What follows belongs to an exercise in optimizing a design on an open flow for a short achievable clock period and few clock cycles per item; a production flow would make more cautious choices.
In this exercise RTL edits were held to simulation tests only and were not proved equivalent to the original.
No activity file was given, so power comes from the tool's default toggle rates.

== run 1 ==
Design keyed_score_table, start of the top module:
module keyed_score_table (
    input  logic        clk,
    input  logic        rst_n,
    input  logic        in_valid,
    output logic        in_ready,
    input  logic [2:0]  in_op,
    input  logic [31:0] in_player_id,
    input  logic [31:0] in_score,
    output logic        out_valid,
    input  logic        out_ready,
    output logic [1:0]  out_status,
    output logic [31:0] out_id,
    output logic [31:0] out_score,
    output logic        out_last
);
    keyed_score_table_core u_core (
        .clk(clk), .rst_n(rst_n),
        .in_valid(in_valid), .in_ready(in_ready),
        .in_op(in_op), .in_id(in_player_id), .in_sc(in_score),
        .out_valid(out_valid), .out_ready(out_ready),
        .out_status(out_status), .out_id(out_id), .out_score(out_score),
        .out_last(out_last)
    );
endmodule
Size in the first run: ~29000 cells after synthesis, about 5800 flip-flops, ~140 I/O pins, about 340000 um^2 of cells after synthesis.
Settings: LEC_CHECK=0, ABC_CLOCK_PERIOD_IN_PS=3000, CAP_MARGIN=60, CELL_PAD_IN_SITES_DETAIL_PLACEMENT=1, CELL_PAD_IN_SITES_GLOBAL_PLACEMENT=1, CORE_MARGIN=2, CORE_UTILIZATION=35, PLACE_DENSITY=0.5, SETUP_SLACK_MARGIN=5, SLEW_MARGIN=60; clock period 10.0 ns.
standard.sh (not shown) runs the stock make flow with config.mk's settings and CLKGATE_MAP_FILE= SYNTH_SCRIPT=/design/flow/synth_recipe.tcl, a recipe that flattens the netlist after the stock synthesis.
==> flow/flow/run.sh <==
#!/bin/bash
# Layout flow: the standard layout (standard.sh: the standard synthesis and the ORFS
# steps unchanged), with
#  - global routing layer capacities of its own (flow/fastroute.tcl) that move routes from
#    met1/met2 to the upper layers, so that detailed routing converges.
# The SDC (clock, I/O delays, loads) is the standard flow's. Each tool's output stays in orfs/logs/;
# make's own output goes to flow_make.log.
set -euo pipefail
MARGIN=6.5
TNS=100
FR="$(pwd)/flow/fastroute.tcl"
sed -E "s#\"\\\$\\{@:-finish\\}\"#SETUP_SLACK_MARGIN=${MARGIN} TNS_END_PERCENT=${TNS} FASTROUTE_TCL=${FR} \"\${@:-finish}\"#" standard.sh > standard_tight.sh
grep -q "SETUP_SLACK_MARGIN=${MARGIN} " standard_tight.sh
bash standard_tight.sh > flow_make.log 2>&1
==> flow/flow/fastroute.tcl <==
# Global routing layer capacities for this design: the platform's 0.2 on every layer left
# met1 and met2 crowded for the detailed router while met3-met5 stayed mostly free, so the
# lower layers are derated more and the upper ones carry more of the global routes.
set_global_routing_layer_adjustment met1 0.45
set_global_routing_layer_adjustment met2 0.35
set_global_routing_layer_adjustment met3-$::env(MAX_ROUTING_LAYER) 0.2

set_routing_layers -clock $::env(MIN_CLK_ROUTING_LAYER)-$::env(MAX_ROUTING_LAYER)
set_routing_layers -signal $::env(MIN_ROUTING_LAYER)-$::env(MAX_ROUTING_LAYER)
Testbench counts of run 1, summed over its fixed seeds: cycles 5,204, items 3,200.
Relative to run 1, the following input files were edited for run 2:
# run 1
export LEC_CHECK = 0
export ABC_CLOCK_PERIOD_IN_PS = 3000
export CAP_MARGIN = 60
export CELL_PAD_IN_SITES_DETAIL_PLACEMENT = 1
export CELL_PAD_IN_SITES_GLOBAL_PLACEMENT = 1
export CORE_MARGIN = 2
export CORE_UTILIZATION = 35
export PLACE_DENSITY = 0.5
export SETUP_SLACK_MARGIN = 5
export SLEW_MARGIN = 60
create_clock -name core_clock -period 10.0 [get_ports {clk}]
# run 2
export LEC_CHECK = 0
export ABC_CLOCK_PERIOD_IN_PS = 3000
export CAP_MARGIN = 20
export CELL_PAD_IN_SITES_DETAIL_PLACEMENT = 1
export CELL_PAD_IN_SITES_GLOBAL_PLACEMENT = 1
export CORE_MARGIN = 2
export CORE_UTILIZATION = 35
export PLACE_DENSITY = 0.5
export SETUP_SLACK_MARGIN = 5
export SLEW_MARGIN = 20
create_clock -name core_clock -period 10.0 [get_ports {clk}]
==> run summary <==
- To summarise run 2: no stage aborted, but the layout did not pass its checks, failing on capacitance limit, slew limit.
- Run 1 → run 2: cell count of the worst hold path saw an increase; overall power of the completed layout saw little to no change; number of nets in the finished design saw a decrease; area growth from synthesis to layout saw a decrease; headroom to the max-slew limit saw a decrease.
- Buffer depth of the longest clock path delta (run 1 -> run 2): insignificant
The following lists how run 3 was set up differently from run 2:
# run 2
export LEC_CHECK = 0
export ABC_CLOCK_PERIOD_IN_PS = 3000
export CAP_MARGIN = 20
export CELL_PAD_IN_SITES_DETAIL_PLACEMENT = 1
export CELL_PAD_IN_SITES_GLOBAL_PLACEMENT = 1
export CORE_MARGIN = 2
export CORE_UTILIZATION = 35
export PLACE_DENSITY = 0.5
export SETUP_SLACK_MARGIN = 5
export SLEW_MARGIN = 20
create_clock -name core_clock -period 10.0 [get_ports {clk}]
# run 3
export LEC_CHECK = 0
export ABC_CLOCK_PERIOD_IN_PS = 3000
export CAP_MARGIN = 40
export CELL_PAD_IN_SITES_DETAIL_PLACEMENT = 1
export CELL_PAD_IN_SITES_GLOBAL_PLACEMENT = 1
export CORE_MARGIN = 2
export CORE_UTILIZATION = 35
export PLACE_DENSITY = 0.5
export SETUP_SLACK_MARGIN = 5
export SLEW_MARGIN = 40
create_clock -name core_clock -period 10.0 [get_ports {clk}]
Findings:
Run 3 has completed all stages; timing, DRC and antenna checks passed.
Run 3: total routing resource utilization after global routing is 0.46 points lower than what run 2 reported.
Diff run 2 -> run 3 | critical path depth | increase of 5
From run 2 to run 3 the numbers moved as follows: detailed-routing iteration count for the pre-antenna-repair pass fell 2, number of design-rule violations left by the first detailed-router iteration fell 768.

-- port drivers added, routing unchanged --
The results above use ideal ports. As a check the final layouts listed here were re-extracted and re-timed, cells and wires unchanged.
Step 1 (the two cells are an assumption about what drives the block):
set clk [get_ports {clk}]
set_driving_cell -lib_cell sky130_fd_sc_hd__clkbuf_16 $clk
set_driving_cell -lib_cell sky130_fd_sc_hd__buf_2 [delete_from_list [all_inputs] $clk]
Step 2 adds t to the input delays and takes it off the output delays; t is the mean of the earliest and latest rising clock arrival at the registers after step 1. Input paths then give back, and output paths get back, about the clock's delay inside the block.
Slacks: no drivers / after step 1 / after step 2; pairs: no drivers / after step 1.
| run | shift t [ns] | slack for setup (ns) | hold slack, ns | worst setup path after step 2 | worst register clock-pin slew, ns |
|---|---|---|---|---|---|
| run 1 | 1.276 | 5.908 / 5.908 / 5.201 | 0.419 / 0.419 / 0.419 | input to register | 0.08 / 0.08 |
| run 2 | 1.273 | 5.795 / 5.795 / 4.728 | 0.426 / 0.426 / 0.426 | input to register | 0.08 / 0.08 |
| run 3 | 1.296 | 5.979 / 5.979 / 5.155 | 0.428 / 0.428 / 0.428 | input to register | 0.08 / 0.08 |
The setup slack of run 2, which loses most, moves by 0.000 ns with the drivers and by -1.067 ns with both steps.
